This design comes from an exercise in tuning for small area on the open sky130 flow, not from production work.
At most, simulation tests tie the RTL to the original design; equivalence was not proved.
Power is estimated from default activity; no workload was simulated.

## wip/yarrow
==> flow/design.v <==
package shell_glue_pkg;
   localparam int num_ddr_ch       = 3;   
   localparam int stat_pipe_stages = 8;   
   localparam int ctrl_rst_stages  = 4;   
   localparam int num_ready        = 4;   
   localparam int stat_addr_w = 8;    
   localparam int stat_data_w = 32;   
   localparam int stat_int_w  = 8;    
   localparam int abd_idx_a = 0;
   localparam int abd_idx_b = 1;
   localparam int abd_idx_d = 2;
   localparam int rdy_idx_a = 0;
   localparam int rdy_idx_b = 1;
   localparam int rdy_idx_c = 2;   
   localparam int rdy_idx_d = 3;
   typedef struct packed {
      logic                   wr;      
      logic                   rd;      
      logic [stat_addr_w-1:0] addr;    
      logic [stat_data_w-1:0] wdata;   
   } stat_req_t;
   typedef struct packed {
      logic                   ack;     
      logic [stat_int_w-1:0]  intr;    
      logic [stat_data_w-1:0] rdata;   
   } stat_rsp_t;
   localparam int stat_req_w = 2 + stat_addr_w + stat_data_w;
   localparam int stat_rsp_w = 1 + stat_int_w + stat_data_w;
endpackage
`timescale 1ns/100ps
module stat_pipe #(
   parameter int WIDTH  = 42,   
   parameter int STAGES = 8     
) (
   input  logic             clk_main_a0,
   input  logic             out_valid,   
   input  logic [WIDTH-1:0] in_bus,
   output logic [WIDTH-1:0] out_bus
);
   logic [WIDTH-1:0] pipe_q [STAGES];   
   always_ff @(posedge clk_main_a0)
   begin
      pipe_q[0] <= in_bus;   
      for (int i = 1; i < STAGES; i++)
      begin
         pipe_q[i] <= pipe_q[i-1];   
      end
   end
   assign out_bus = pipe_q[STAGES-1] & {WIDTH{out_valid}};
endmodule
`timescale 1ns/100ps
module shell_ctrl
(
   input  logic                  clk_main_a0,
   input  logic                  sync_rst_n,
   input  logic                  flr_assert,
   output logic                  flr_done,
   input  logic [shell_glue_pkg::num_ddr_ch-1:0] ddr_ready_abd,   
   input  logic                  ddr_ready_c,     
   output logic [shell_glue_pkg::num_ready-1:0]  ddr_ready,       
   output logic                  ctrl_rst_n,
   output logic                  pipe_valid
);
   logic flr_assert_q;   
   always_ff @(posedge clk_main_a0 or negedge sync_rst_n)
   begin
      if (!sync_rst_n)
      begin
         flr_assert_q <= 1'b0;
         flr_done     <= 1'b0;
      end
      else
      begin
         flr_assert_q <= flr_assert;
         flr_done     <= flr_assert_q && !flr_done;
      end
   end
   logic ddr_ready_c_q;   
   always_ff @(posedge clk_main_a0 or negedge sync_rst_n)
   begin
      if (!sync_rst_n)
      begin
         ddr_ready_c_q <= 1'b0;   
      end
      else
      begin
         ddr_ready_c_q <= ddr_ready_c;
      end
   end
   always_comb
   begin
      ddr_ready            = '0;
      ddr_ready[shell_glue_pkg::rdy_idx_a] = ddr_ready_abd[shell_glue_pkg::abd_idx_a];
      ddr_ready[shell_glue_pkg::rdy_idx_b] = ddr_ready_abd[shell_glue_pkg::abd_idx_b];
      ddr_ready[shell_glue_pkg::rdy_idx_c] = ddr_ready_c_q;
      ddr_ready[shell_glue_pkg::rdy_idx_d] = ddr_ready_abd[shell_glue_pkg::abd_idx_d];
   end
   logic [shell_glue_pkg::stat_pipe_stages-1:0] rst_dly_q;
   always_ff @(posedge clk_main_a0)
   begin
      rst_dly_q <= {rst_dly_q[shell_glue_pkg::stat_pipe_stages-2:0], sync_rst_n};
   end
   assign ctrl_rst_n = rst_dly_q[shell_glue_pkg::ctrl_rst_stages-1];   
   assign pipe_valid = sync_rst_n && (&rst_dly_q);
endmodule
`timescale 1ns/100ps
module shell_glue_top
(
   input  logic                             clk_main_a0,
   input  logic                             sync_rst_n,    
   input  logic [shell_glue_pkg::num_ddr_ch*shell_glue_pkg::stat_req_w-1:0] stat_req_in,   
   output logic [shell_glue_pkg::num_ddr_ch*shell_glue_pkg::stat_req_w-1:0] stat_req_out,  
   input  logic [shell_glue_pkg::num_ddr_ch*shell_glue_pkg::stat_rsp_w-1:0] stat_rsp_in,   
   output logic [shell_glue_pkg::num_ddr_ch*shell_glue_pkg::stat_rsp_w-1:0] stat_rsp_out,  
   input  logic                             flr_assert,
   output logic                             flr_done,
   input  logic [shell_glue_pkg::num_ddr_ch-1:0]            ddr_ready_abd,
   input  logic                             ddr_ready_c,
   output logic [shell_glue_pkg::num_ready-1:0]             ddr_ready,
   output logic                             ctrl_rst_n
);
   logic [shell_glue_pkg::num_ddr_ch*shell_glue_pkg::stat_req_w-1:0] req_bus_in;
   logic [shell_glue_pkg::num_ddr_ch*shell_glue_pkg::stat_req_w-1:0] req_bus_out;
   logic [shell_glue_pkg::num_ddr_ch*shell_glue_pkg::stat_rsp_w-1:0] rsp_bus_in;
   logic [shell_glue_pkg::num_ddr_ch*shell_glue_pkg::stat_rsp_w-1:0] rsp_bus_out;
   assign req_bus_in   = stat_req_in;
   assign stat_req_out = req_bus_out;
   assign rsp_bus_in   = stat_rsp_in;
   assign stat_rsp_out = rsp_bus_out;
   logic pipe_valid;
   stat_pipe #(
      .WIDTH  (shell_glue_pkg::num_ddr_ch * shell_glue_pkg::stat_req_w),   
      .STAGES (shell_glue_pkg::stat_pipe_stages)
   ) u_stat_req_pipe (
      .clk_main_a0 (clk_main_a0),
      .out_valid   (pipe_valid),
      .in_bus      (req_bus_in),
      .out_bus     (req_bus_out)
   );
   stat_pipe #(
      .WIDTH  (shell_glue_pkg::num_ddr_ch * shell_glue_pkg::stat_rsp_w),   
      .STAGES (shell_glue_pkg::stat_pipe_stages)           
   ) u_stat_rsp_pipe (
      .clk_main_a0 (clk_main_a0),
      .out_valid   (pipe_valid),
      .in_bus      (rsp_bus_in),
      .out_bus     (rsp_bus_out)
   );
   shell_ctrl u_shell_ctrl (
      .clk_main_a0   (clk_main_a0),
      .sync_rst_n    (sync_rst_n),
      .flr_assert    (flr_assert),
      .flr_done      (flr_done),
      .ddr_ready_abd (ddr_ready_abd),
      .ddr_ready_c   (ddr_ready_c),
      .ddr_ready     (ddr_ready),
      .ctrl_rst_n    (ctrl_rst_n),
      .pipe_valid    (pipe_valid)
   );
endmodule
Settings: LEC_CHECK=0, CAP_MARGIN=20, CORE_MARGIN=2, CORE_UTILIZATION=40, SLEW_MARGIN=20; clock period 4.0 ns.
run.sh (not shown) runs the stock make flow with config.mk's settings and CLKGATE_MAP_FILE= SYNTH_SCRIPT=/design/flow/synth_recipe.tcl, a recipe that flattens the netlist after the stock synthesis.
Relative to wip/yarrow, the following input files were edited for wip/maple:
--- a/flow/design.v
+++ b/flow/design.v
@@ -30,39 +30,48 @@
 `timescale 1ns/100ps
 module stat_pipe #(
    parameter int WIDTH  = 42,   
    parameter int STAGES = 8     
 ) (
    input  logic             clk_main_a0,
-   input  logic             out_valid,   
+   input  logic             sync_rst_n,
    input  logic [WIDTH-1:0] in_bus,
    output logic [WIDTH-1:0] out_bus
 );
    logic [WIDTH-1:0] pipe_q [STAGES];   
-   always_ff @(posedge clk_main_a0)
+   always_ff @(posedge clk_main_a0 or negedge sync_rst_n)
    begin
-      pipe_q[0] <= in_bus;   
-      for (int i = 1; i < STAGES; i++)
+      if (!sync_rst_n)
       begin
-         pipe_q[i] <= pipe_q[i-1];   
+         for (int i = 0; i < STAGES; i++)
+         begin
+            pipe_q[i] <= '0;
+         end
+      end
+      else
+      begin
+         pipe_q[0] <= in_bus;   
+         for (int i = 1; i < STAGES; i++)
+         begin
+            pipe_q[i] <= pipe_q[i-1];   
+         end
       end
    end
-   assign out_bus = pipe_q[STAGES-1] & {WIDTH{out_valid}};
+   assign out_bus = pipe_q[STAGES-1];   
 endmodule
 `timescale 1ns/100ps
 module shell_ctrl
 (
    input  logic                  clk_main_a0,
    input  logic                  sync_rst_n,
    input  logic                  flr_assert,
    output logic                  flr_done,
    input  logic [shell_glue_pkg::num_ddr_ch-1:0] ddr_ready_abd,   
    input  logic                  ddr_ready_c,     
    output logic [shell_glue_pkg::num_ready-1:0]  ddr_ready,       
-   output logic                  ctrl_rst_n,
-   output logic                  pipe_valid
+   output logic                  ctrl_rst_n
 );
    logic flr_assert_q;   
    always_ff @(posedge clk_main_a0 or negedge sync_rst_n)
    begin
       if (!sync_rst_n)
       begin
@@ -92,19 +101,18 @@
       ddr_ready            = '0;
       ddr_ready[shell_glue_pkg::rdy_idx_a] = ddr_ready_abd[shell_glue_pkg::abd_idx_a];
       ddr_ready[shell_glue_pkg::rdy_idx_b] = ddr_ready_abd[shell_glue_pkg::abd_idx_b];
       ddr_ready[shell_glue_pkg::rdy_idx_c] = ddr_ready_c_q;
       ddr_ready[shell_glue_pkg::rdy_idx_d] = ddr_ready_abd[shell_glue_pkg::abd_idx_d];
    end
-   logic [shell_glue_pkg::stat_pipe_stages-1:0] rst_dly_q;
+   logic [shell_glue_pkg::ctrl_rst_stages-1:0] rst_dly_q;
    always_ff @(posedge clk_main_a0)
    begin
-      rst_dly_q <= {rst_dly_q[shell_glue_pkg::stat_pipe_stages-2:0], sync_rst_n};
+      rst_dly_q <= {rst_dly_q[shell_glue_pkg::ctrl_rst_stages-2:0], sync_rst_n};
    end
    assign ctrl_rst_n = rst_dly_q[shell_glue_pkg::ctrl_rst_stages-1];   
-   assign pipe_valid = sync_rst_n && (&rst_dly_q);
 endmodule
 `timescale 1ns/100ps
 module shell_glue_top
 (
    input  logic                             clk_main_a0,
    input  logic                             sync_rst_n,    
@@ -124,37 +132,35 @@
    logic [shell_glue_pkg::num_ddr_ch*shell_glue_pkg::stat_rsp_w-1:0] rsp_bus_in;
    logic [shell_glue_pkg::num_ddr_ch*shell_glue_pkg::stat_rsp_w-1:0] rsp_bus_out;
    assign req_bus_in   = stat_req_in;
    assign stat_req_out = req_bus_out;
    assign rsp_bus_in   = stat_rsp_in;
    assign stat_rsp_out = rsp_bus_out;
-   logic pipe_valid;
    stat_pipe #(
       .WIDTH  (shell_glue_pkg::num_ddr_ch * shell_glue_pkg::stat_req_w),   
       .STAGES (shell_glue_pkg::stat_pipe_stages)
    ) u_stat_req_pipe (
       .clk_main_a0 (clk_main_a0),
-      .out_valid   (pipe_valid),
+      .sync_rst_n  (sync_rst_n),
       .in_bus      (req_bus_in),
       .out_bus     (req_bus_out)
    );
    stat_pipe #(
       .WIDTH  (shell_glue_pkg::num_ddr_ch * shell_glue_pkg::stat_rsp_w),   
       .STAGES (shell_glue_pkg::stat_pipe_stages)           
    ) u_stat_rsp_pipe (
       .clk_main_a0 (clk_main_a0),
-      .out_valid   (pipe_valid),
+      .sync_rst_n  (sync_rst_n),
       .in_bus      (rsp_bus_in),
       .out_bus     (rsp_bus_out)
    );
    shell_ctrl u_shell_ctrl (
       .clk_main_a0   (clk_main_a0),
       .sync_rst_n    (sync_rst_n),
       .flr_assert    (flr_assert),
       .flr_done      (flr_done),
       .ddr_ready_abd (ddr_ready_abd),
       .ddr_ready_c   (ddr_ready_c),
       .ddr_ready     (ddr_ready),
-      .ctrl_rst_n    (ctrl_rst_n),
-      .pipe_valid    (pipe_valid)
+      .ctrl_rst_n    (ctrl_rst_n)
    );
 endmodule
==> results.txt <==
- Critical path launch point: u_stat_req_pipe.pipe_q[7][33] -> wip/maple, u_shell_ctrl.rst_dly_q[6] -> wip/yarrow
- Cell area: wip/maple higher than wip/yarrow
- Delta (wip/maple minus wip/yarrow): largest net degree at the start of global routing picked up an extra 21; sequential group share of total power lost 1.0 points; sequential share of layout area picked up an extra 6.3 points; count of clock-buffer cells in the layout picked up an extra 5.8%.
- wip/maple against wip/yarrow: diode insertion count for antenna repair down 7, routed wire length went up by about 10%, clock share of power went down 0.3 points, fmax saw an increase, wire length of the first global-routing pass now larger.
The RTL of wip/maple was laid out without a check of its function.

-- port drivers added, routing unchanged --
The results above use ideal ports. As a check the final layouts listed here were re-extracted and re-timed, cells and wires unchanged.
Step 1 sets driving cells, clkbuf_16 on the clock port and buf_2 on the other inputs (assumed; they add their load-dependent delay and slew).
Step 2 times the ports against the registers' clock, not the clock port: input delays grow and output delays shrink by t, the midpoint of the rising clock arrivals with the driver on.
Three values: no drivers, after step 1, after step 2; two values: the first two.
run | shift t [ns] | slack for setup (ns) | hold slack, ns | worst setup path after step 2 | pins driven straight from the clock port
wip/yarrow | 0.802 | 0.107 / 0.040 / 0.586 | 0.309 / 0.309 / 0.309 | input to output | 1
wip/maple | 0.839 | 1.440 / 1.368 / 1.240 | 0.322 / 0.322 / 0.322 | input, reset recovery | 1
After both steps every run listed still meets setup and hold. For wip/maple, which loses most, drivers alone change the setup slack by -0.072 ns; drivers and shift together by -0.200 ns. Setup slack includes reset recovery checks.
